What follows belongs to an exercise in optimizing a design on an open flow for small area, a short achievable clock period and few clock cycles; a production flow would make more cautious choices.
Where RTL was checked, it was by simulation tests only, not by an equivalence proof against the original.

==> flow/design.v <==
package bgl_pkg;
  localparam logic [15:0] VMin   = 16'd3100;
  localparam logic [15:0] VDisL3 = 16'd3903;
  localparam logic [15:0] VDisL2 = 16'd3773;
  localparam logic [15:0] VDisL1 = 16'd3712;
  localparam logic [15:0] VDisL0 = 16'd3460;
  function automatic logic [48:0] rule_lookup(input logic usb, input logic [1:0] rng,
                                              input logic [1:0] lv);
    logic [48:0] r;
    r = '0;
    case ({usb, rng, lv})
      5'd0: r = {1'b0, 1'b1, 16'd510, 16'd0, 15'd0};
      5'd1: r = {1'b0, 1'b0, 16'd480, 16'd510, 15'd30};
      5'd2: r = {1'b0, 1'b0, 16'd320, 16'd480, 15'd160};
      5'd3: r = {1'b0, 1'b0, 16'd80, 16'd320, 15'd240};
      5'd4: r = {1'b1, 1'b0, 16'd4000, 16'd3100, 15'd900};
      5'd5: r = {1'b1, 1'b0, 16'd4090, 16'd4000, 15'd90};
      5'd6: r = {1'b0, 1'b1, 16'd510, 16'd0, 15'd0};
      5'd7: r = {1'b0, 1'b0, 16'd70, 16'd510, 15'd440};
      5'd8: r = {1'b1, 1'b0, 16'd3925, 16'd3100, 15'd825};
      5'd9: r = {1'b1, 1'b0, 16'd4015, 16'd3925, 15'd90};
      5'd10: r = {1'b1, 1'b0, 16'd4175, 16'd4015, 15'd160};
      5'd11: r = {1'b0, 1'b1, 16'd90, 16'd0, 15'd0};
      5'd12: r = {1'b1, 1'b0, 16'd3885, 16'd3100, 15'd785};
      5'd13: r = {1'b1, 1'b0, 16'd3975, 16'd3885, 15'd90};
      5'd14: r = {1'b1, 1'b0, 16'd4135, 16'd3975, 15'd160};
      5'd15: r = {1'b0, 1'b1, 16'd130, 16'd0, 15'd0};
      5'd16: r = {1'b1, 1'b0, 16'd4090, 16'd3100, 15'd990};
      5'd17: r = {1'b1, 1'b0, 16'd4165, 16'd4090, 15'd75};
      5'd18: r = {1'b0, 1'b1, 16'd290, 16'd0, 15'd0};
      5'd19: r = {1'b0, 1'b0, 16'd50, 16'd290, 15'd240};
      5'd20: r = {1'b1, 1'b0, 16'd3910, 16'd3100, 15'd810};
      5'd21: r = {1'b1, 1'b0, 16'd3990, 16'd3910, 15'd80};
      5'd22: r = {1'b1, 1'b0, 16'd4140, 16'd3990, 15'd150};
      5'd23: r = {1'b0, 1'b1, 16'd90, 16'd0, 15'd0};
      5'd24: r = {1'b1, 1'b0, 16'd3860, 16'd3100, 15'd760};
      5'd25: r = {1'b1, 1'b0, 16'd3940, 16'd3860, 15'd80};
      5'd26: r = {1'b1, 1'b0, 16'd4080, 16'd3940, 15'd140};
      5'd27: r = {1'b0, 1'b1, 16'd180, 16'd0, 15'd0};
      5'd28: r = {1'b1, 1'b0, 16'd3830, 16'd3100, 15'd730};
      5'd29: r = {1'b1, 1'b0, 16'd3915, 16'd3830, 15'd85};
      5'd30: r = {1'b1, 1'b0, 16'd4050, 16'd3915, 15'd135};
      5'd31: r = {1'b0, 1'b1, 16'd230, 16'd0, 15'd0};
      default: r = '0;
    endcase
    rule_lookup = r;
  endfunction
  function automatic logic [6:0] cbase(input logic [2:0] n);
    logic [6:0] b;
    case (n)
      3'd0: b = 7'd0;
      3'd1: b = 7'd25;
      3'd2: b = 7'd50;
      3'd3: b = 7'd80;
      default: b = 7'd100;
    endcase
    cbase = b;
  endfunction
  function automatic logic [6:0] dtop(input logic [2:0] n);
    logic [6:0] b;
    case (n)
      3'd0: b = 7'd25;
      3'd1: b = 7'd50;
      3'd2: b = 7'd80;
      default: b = 7'd100;
    endcase
    dtop = b;
  endfunction
endpackage
module bgl_divider #(
  parameter int HI = 4,
  parameter int LO = 0
) (
  input  logic [19:0] rem_i,
  input  logic [14:0] den_i,
  input  logic [4:0]  quo_i,
  output logic [19:0] rem_o,
  output logic [4:0]  quo_o
);
  logic [16:0] trial;
  always_comb begin
    rem_o = rem_i;
    quo_o = quo_i;
    trial = '0;
    for (int k = HI; k >= LO; k--) begin
      trial = {1'b0, rem_o[k +: 16]} - {2'b0, den_i};
      if (!trial[16]) begin
        rem_o[k +: 16] = trial[15:0];
        quo_o[k] = 1'b1;
      end
    end
  end
endmodule
module battery_gauge_level_tracker (
  input  logic        clk_i,
  input  logic        rst_ni,
  input  logic        in_valid_i,
  output logic        in_ready_o,
  input  logic [57:0] in_data_i,
  output logic        out_valid_o,
  input  logic        out_ready_i,
  output logic [10:0] out_data_o
);
  localparam logic [1:0] K_DIV = 2'd0;    
  localparam logic [1:0] K_CONST = 2'd1;  
  localparam logic [1:0] K_KEEP = 2'd2;   
  localparam logic [1:0] K_NOP = 2'd3;    
  logic out_valid_q, adv;
  assign adv = !out_valid_q || out_ready_i;
  assign in_ready_o = adv;
  logic signed [7:0] temp;
  logic [1:0] rng;
  assign temp = in_data_i[38:31];
  always_comb begin
    if (temp < 8'sd10) rng = 2'd0;
    else if (temp < 8'sd20) rng = 2'd1;
    else if (temp < 8'sd30) rng = 2'd2;
    else rng = 2'd3;
  end
  logic        s_valid_q;
  logic        chg, nochg, usb;
  logic [1:0]  s_rng_q;
  logic [15:0] v, cur;
  logic [14:0] mc;
  always_ff @(posedge clk_i or negedge rst_ni) begin
    if (!rst_ni) s_valid_q <= 1'b0;
    else if (adv) s_valid_q <= in_valid_i;
  end
  always_ff @(posedge clk_i) begin
    if (adv) begin
      chg <= in_data_i[57]; nochg <= in_data_i[56]; usb <= in_data_i[55];
      v <= in_data_i[54:39]; s_rng_q <= rng; cur <= in_data_i[30:15]; mc <= in_data_i[14:0];
    end
  end
  logic       mode_q;
  logic [2:0] band_q;
  logic        sw;
  logic [2:0]  seed, b, nb;
  logic [1:0]  kind;
  logic [48:0] rl;
  logic        rl_volt, rl_mc;
  logic [15:0] rl_thr, rl_other;
  logic [14:0] rl_d;
  logic        climb;
  logic [15:0] cmp_l, cmp_r;
  logic [15:0] opa, opb;
  logic [16:0] diff;
  logic [15:0] dmc;
  logic [14:0] x, d;
  always_comb begin
    sw = (chg != mode_q);
    if (chg) seed = 3'd0;
    else if (v > bgl_pkg::VDisL3) seed = 3'd4;
    else if (v > bgl_pkg::VDisL2) seed = 3'd3;
    else if (v > bgl_pkg::VDisL1) seed = 3'd2;
    else if (v > bgl_pkg::VDisL0) seed = 3'd1;
    else seed = 3'd0;
    b = sw ? seed : band_q;
    rl = bgl_pkg::rule_lookup(usb, s_rng_q, b[1:0]);
    rl_volt = rl[48];
    rl_mc = rl[47];
    rl_thr = rl[46:31];
    rl_other = rl[30:15];
    rl_d = rl[14:0];
    cmp_l = rl_volt ? rl_thr : cur;
    cmp_r = rl_volt ? v : rl_thr;
    climb = cmp_l < cmp_r;
    dmc = {1'b0, mc} - rl_thr;
    if (chg) begin
      opa = rl_volt ? v : (rl_mc ? {1'b0, mc} : rl_other);
      opb = rl_volt ? rl_other : cur;
    end else begin
      case (b)
        3'd3: opa = bgl_pkg::VDisL3;
        3'd2: opa = bgl_pkg::VDisL2;
        3'd1: opa = bgl_pkg::VDisL1;
        default: opa = bgl_pkg::VDisL0;
      endcase
      opb = v;
    end
    diff = {1'b0, opa} - {1'b0, opb};
    x = diff[16] ? 15'd0 : diff[14:0];
    nb = b; kind = K_DIV;
    d = rl_mc ? dmc[14:0] : rl_d;
    if (chg) begin
      if (nochg) kind = K_NOP;
      else if (b[2]) kind = K_KEEP;
      else if (climb) begin
        nb = b + 3'd1; kind = K_CONST;
      end else if (rl_mc && (dmc[15] || dmc == 16'd0)) kind = K_CONST;
    end else begin
      case (b)
        3'd4: begin
          if (v < bgl_pkg::VDisL3) begin
            nb = 3'd3; kind = K_CONST;
          end else kind = K_KEEP;
        end
        3'd3: begin
          d = 15'(bgl_pkg::VDisL3 - bgl_pkg::VDisL2);
          if (v < bgl_pkg::VDisL2) begin
            nb = 3'd2; kind = K_CONST;
          end
        end
        3'd2: begin
          d = 15'(bgl_pkg::VDisL2 - bgl_pkg::VDisL1);
          if (v < bgl_pkg::VDisL1) begin
            nb = 3'd1; kind = K_CONST;
          end
        end
        3'd1: begin
          d = 15'(bgl_pkg::VDisL1 - bgl_pkg::VDisL0);
          if (v < bgl_pkg::VDisL0) begin
            nb = 3'd0; kind = K_CONST;
          end
        end
        default: begin
          d = 15'(bgl_pkg::VDisL0 - bgl_pkg::VMin);
          if (v <= bgl_pkg::VMin) x = 15'(bgl_pkg::VDisL0 - bgl_pkg::VMin);
        end
      endcase
    end
  end
  always_ff @(posedge clk_i or negedge rst_ni) begin
    if (!rst_ni) begin
      mode_q <= 1'b0; band_q <= 3'd4;
    end else if (adv && s_valid_q) begin
      mode_q <= chg; band_q <= nb;
    end
  end
  logic        a_valid_q, b_valid_q, c_valid_q;
  logic [6:0]  a_ctl_q, b_ctl_q, c_ctl_q;
  logic [14:0] a_x_q, a_d_q, b_d_q;
  logic [17:0] b_rem_q;
  logic [1:0]  b_quo_q;
  logic [4:0]  c_quo_q;
  always_ff @(posedge clk_i or negedge rst_ni) begin
    if (!rst_ni) begin
      a_valid_q <= 1'b0; b_valid_q <= 1'b0; c_valid_q <= 1'b0;
    end else if (adv) begin
      a_valid_q <= s_valid_q; b_valid_q <= a_valid_q; c_valid_q <= b_valid_q;
    end
  end
  always_ff @(posedge clk_i) begin
    if (adv) begin
      a_ctl_q <= {chg, sw, kind, nb}; a_x_q <= x; a_d_q <= d;
    end
  end
  logic [19:0] num, rem_b;
  logic [4:0]  quo_b;
  logic [19:0] mul_a, mul_b, mul_c;
  always_comb begin
    case (a_ctl_q[2:0])
      3'd3: begin   
        mul_a = {1'b0, a_x_q, 4'd0}; mul_b = {3'd0, a_x_q, 2'd0}; mul_c = 20'd0;
      end
      3'd2: begin   
        mul_a = {a_x_q, 5'd0}; mul_b = ~{4'd0, a_x_q, 1'b0}; mul_c = 20'd1;
      end
      default: begin   
        mul_a = {1'b0, a_x_q, 4'd0}; mul_b = {2'd0, a_x_q, 3'd0}; mul_c = {5'd0, a_x_q};
      end
    endcase
    num = mul_a + mul_b + mul_c;
  end
  bgl_divider #(.HI(4), .LO(3)) u_div_b (
    .rem_i(num), .den_i(a_d_q), .quo_i(5'd0), .rem_o(rem_b), .quo_o(quo_b)
  );
  always_ff @(posedge clk_i) begin
    if (adv) begin
      b_ctl_q <= a_ctl_q; b_d_q <= a_d_q; b_rem_q <= rem_b[17:0]; b_quo_q <= quo_b[4:3];
    end
  end
  logic [19:0] rem_c;
  logic [4:0]  quo_c;
  bgl_divider #(.HI(2), .LO(0)) u_div_c (
    .rem_i({2'd0, b_rem_q}), .den_i(b_d_q), .quo_i({b_quo_q, 3'd0}), .rem_o(rem_c), .quo_o(quo_c)
  );
  always_ff @(posedge clk_i) begin
    if (adv) begin
      c_ctl_q <= b_ctl_q; c_quo_q <= quo_c;
    end
  end
  logic       c_chg, c_sw;
  logic [1:0] c_kind;
  logic [2:0] c_band;
  assign {c_chg, c_sw, c_kind, c_band} = c_ctl_q;
  logic [6:0] cpct_q, dpct_q, disp_q;
  logic [7:0] lrep_q;
  logic       rep_q;
  logic [2:0] oband_q;
  logic [6:0] base, qv, p;
  logic [7:0] lrep_e;
  logic       rep;
  always_comb begin
    base = c_chg ? bgl_pkg::cbase(c_band) : bgl_pkg::dtop(c_band);
    qv = (c_kind == K_DIV) ? {2'd0, c_quo_q} : 7'd0;
    p = c_chg ? (base + qv) : (base - qv);
    if (c_kind == K_KEEP) p = c_chg ? cpct_q : ((dpct_q < 7'd80) ? 7'd100 : dpct_q);
    lrep_e = c_sw ? 8'd255 : lrep_q;
    rep = (c_kind != K_NOP) && ({1'b0, p} != lrep_e);
  end
  always_ff @(posedge clk_i or negedge rst_ni) begin
    if (!rst_ni) begin
      out_valid_q <= 1'b0; cpct_q <= 7'd100; dpct_q <= 7'd0; lrep_q <= 8'd0;
      disp_q <= 7'd100; rep_q <= 1'b0; oband_q <= 3'd4;
    end else if (adv) begin
      out_valid_q <= c_valid_q;
      if (c_valid_q) begin
        if (c_chg) begin
          if (c_kind != K_NOP) cpct_q <= p;
        end else dpct_q <= p;
        lrep_q <= rep ? {1'b0, p} : lrep_e;
        if (rep && (c_chg ? (p > disp_q) : (p < disp_q))) disp_q <= p;
        rep_q <= rep;
        oband_q <= c_band;
      end
    end
  end
  assign out_valid_o = out_valid_q;
  assign out_data_o = {disp_q, oband_q, rep_q};
endmodule
clock: 12.0 ns
lec_check: 0
abc_area: 1
cap_margin: 20
core_margin: 2
core_utilization: 40
setup_slack_margin: 5
slew_margin: 20
run.sh (not shown) runs the stock make flow with config.mk's settings and CLKGATE_MAP_FILE= SYNTH_SCRIPT=/design/flow/synth_recipe.tcl, a recipe that flattens the netlist after the stock synthesis.
Rerun with:
--- a/flow/design.v
+++ b/flow/design.v
@@ -141,9 +141,8 @@
   logic        rl_volt, rl_mc;
   logic [15:0] rl_thr, rl_other;
   logic [14:0] rl_d;
   logic        climb;
-  logic [15:0] cmp_l, cmp_r;
   logic [15:0] opa, opb;
   logic [16:0] diff;
   logic [15:0] dmc;
   logic [14:0] x, d;
@@ -161,11 +160,9 @@
     rl_mc = rl[47];
     rl_thr = rl[46:31];
     rl_other = rl[30:15];
     rl_d = rl[14:0];
-    cmp_l = rl_volt ? rl_thr : cur;
-    cmp_r = rl_volt ? v : rl_thr;
-    climb = cmp_l < cmp_r;
+    climb = rl_volt ? (v > rl_thr) : (cur < rl_thr);
     dmc = {1'b0, mc} - rl_thr;
     if (chg) begin
       opa = rl_volt ? v : (rl_mc ? {1'b0, mc} : rl_other);
       opb = rl_volt ? rl_other : cur;
@@ -246,22 +243,14 @@
     end
   end
   logic [19:0] num, rem_b;
   logic [4:0]  quo_b;
-  logic [19:0] mul_a, mul_b, mul_c;
   always_comb begin
     case (a_ctl_q[2:0])
-      3'd3: begin   
-        mul_a = {1'b0, a_x_q, 4'd0}; mul_b = {3'd0, a_x_q, 2'd0}; mul_c = 20'd0;
-      end
-      3'd2: begin   
-        mul_a = {a_x_q, 5'd0}; mul_b = ~{4'd0, a_x_q, 1'b0}; mul_c = 20'd1;
-      end
-      default: begin   
-        mul_a = {1'b0, a_x_q, 4'd0}; mul_b = {2'd0, a_x_q, 3'd0}; mul_c = {5'd0, a_x_q};
-      end
+      3'd3: num = {1'b0, a_x_q, 4'd0} + {3'd0, a_x_q, 2'd0};                
+      3'd2: num = {a_x_q, 5'd0} - {4'd0, a_x_q, 1'b0};                      
+      default: num = {1'b0, a_x_q, 4'd0} + {2'd0, a_x_q, 3'd0} + {5'd0, a_x_q};  
     endcase
-    num = mul_a + mul_b + mul_c;
   end
   bgl_divider #(.HI(4), .LO(3)) u_div_b (
     .rem_i(num), .den_i(a_d_q), .quo_i(5'd0), .rem_o(rem_b), .quo_o(quo_b)
   );
Result: Cell count came out higher by 11%; cell area grows by about 0.4%; wire length rises by about 10%; non-clock buffer count came out lower by 129; first-iteration DRC count came out higher by about 34%; maximum frequency rose by about 9%; worst setup slack gets better by 0.64 ns; clock skew goes down by 0.0048 ns.
Testbench counts after the change, summed over its fixed seeds: cycles 4,840.
No functional check of the RTL was part of the first run of this note.


Another version of the RTL of battery_gauge_level_tracker (not shown whole).
Size: about 2000 cells after synthesis, roughly 230 flip-flops, ~0.018 mm² of cells after synthesis.
Settings: LEC_CHECK=0, CAP_MARGIN=20, CORE_MARGIN=2, CORE_UTILIZATION=40, SLEW_MARGIN=20; clock period 12.0 ns.
standard.sh (not shown) runs the stock make flow with config.mk's settings and CLKGATE_MAP_FILE= SYNTH_SCRIPT=/design/flow/synth_recipe.tcl, a recipe that flattens the netlist after the stock synthesis.
==> flow/flow/run.sh <==
#!/bin/bash
# Layout: the standard flow (standard.sh, unchanged synthesis) with two settings changed:
# the port buffers are sky130_fd_sc_hd__buf_2 cells, and timing repair aims for 6.5 ns of
# setup slack at the design's 12 ns period. make's full output goes to layout.log here.
set -euo pipefail
export BUFFER_PORTS_ARGS="-buffer_cell sky130_fd_sc_hd__buf_2"
bash standard.sh SETUP_SLACK_MARGIN=6.5 finish > layout.log 2>&1
Change:
--- a/flow/design.v
+++ b/flow/design.v
@@ -301,46 +301,44 @@
     .rem_i({3'd0, c_rem_q}), .den_i(c_d_q), .quo_i({c_quo_q, 2'd0}), .rem_o(rem_d), .quo_o(quo_d)
   );
   always_ff @(posedge clk_i) begin
     if (adv_q) begin
       e_ctl_q <= c_ctl_q; e_quo_q <= quo_d;
     end
   end
   logic       e_chg, e_sw;
   logic [1:0] e_kind;
   logic [2:0] e_band;
   assign {e_chg, e_sw, e_kind, e_band} = e_ctl_q;
-  logic [6:0] cpct_q, dpct_q, disp_q;
-  logic [7:0] lrep_q;
+  logic [6:0] dpct_q, disp_q;
+  logic [6:0] lrep_q;
   logic       rep_q;
   logic [2:0] oband_q;
   logic [6:0] base, qv, p;
-  logic [7:0] lrep_e;
+  logic [6:0] lrep_e;
   logic       rep;
   always_comb begin
     base = e_chg ? bgl_pkg::cbase(e_band) : bgl_pkg::dtop(e_band);
     qv = (e_kind == K_DIV) ? {2'd0, e_quo_q} : 7'd0;
     p = e_chg ? (base + qv) : (base - qv);
-    if (e_kind == K_KEEP) p = e_chg ? cpct_q : ((dpct_q < 7'd80) ? 7'd100 : dpct_q);
-    lrep_e = e_sw ? 8'd255 : lrep_q;
-    rep = (e_kind != K_NOP) && ({1'b0, p} != lrep_e);
+    if (e_kind == K_KEEP) p = (e_chg || dpct_q < 7'd80) ? 7'd100 : dpct_q;
+    lrep_e = e_sw ? 7'd127 : lrep_q;
+    rep = (e_kind != K_NOP) && (p != lrep_e);
   end
   always_ff @(posedge clk_i or negedge rst_ni) begin
     if (!rst_ni) begin
-      out_valid_q <= 1'b0; cpct_q <= 7'd100; dpct_q <= 7'd0; lrep_q <= 8'd0;
+      out_valid_q <= 1'b0; dpct_q <= 7'd0; lrep_q <= 7'd0;
       disp_q <= 7'd100; rep_q <= 1'b0; oband_q <= 3'd4;
     end else if (adv_q) begin
       out_valid_q <= e_valid_q;
       if (e_valid_q) begin
-        if (e_chg) begin
-          if (e_kind != K_NOP) cpct_q <= p;
-        end else dpct_q <= p;
-        lrep_q <= rep ? {1'b0, p} : lrep_e;
+        if (!e_chg) dpct_q <= p;
+        lrep_q <= rep ? p : lrep_e;
         if (rep && (e_chg ? (p > disp_q) : (p < disp_q))) disp_q <= p;
         rep_q <= rep;
         oband_q <= e_band;
       end
     end
   end
   assign out_valid_o = out_valid_q;
   assign out_data_o = {disp_q, oband_q, rep_q};
 endmodule
After rerunning: Register-to-register slack degrades by 0.09 ns; clock-buffer cell count is higher by 6; hold slack is worse by 0.012 ns; non-clock buffer count grows by 15; maximum frequency is lower by 2.1%; global-route usage falls by 0.30 points; design area fell by 1.1%; via count drops by 1.5%; die area fell by 2.3%; worst setup slack got worse by 0.12 ns.
No run of this note included a check of the RTL's function; only the layout flow was run.

-- afterwards: timing with drivers on the ports --
No port has a modelled driver above. Below, the same layouts with a new extraction and two added sets of constraints.
Step 1 assumes that a clkbuf_16 drives the clock port and a buf_2 every other input.
Step 2 adds t to the input delays and takes it off the output delays; t is the mean of the earliest and latest rising clock arrival at the registers after step 1. Input paths then give back, and output paths get back, about the clock's delay inside the block.
a / b / c = no drivers / after step 1 / after step 2; a / b = the first two.
run | t, ns | setup slack, ns | worst setup path after step 2 | pins driven straight from the clock port
the first run of note 1 | 0.534 | 4.575 / 4.575 / 4.575 | register to register | 1
the second run of note 1 | 0.544 | 5.210 / 5.181 / 5.181 | input to output | 1
the first run of note 2 | 0.611 | 6.672 / 6.672 / 6.672 | register to register | 1
the second run of note 2 | 0.601 | 6.555 / 6.509 / 6.509 | input to output | 1
After both steps every run listed still meets setup and hold. For the second run of note 2, which loses most, drivers alone change the setup slack by -0.046 ns; drivers and shift together by -0.046 ns.
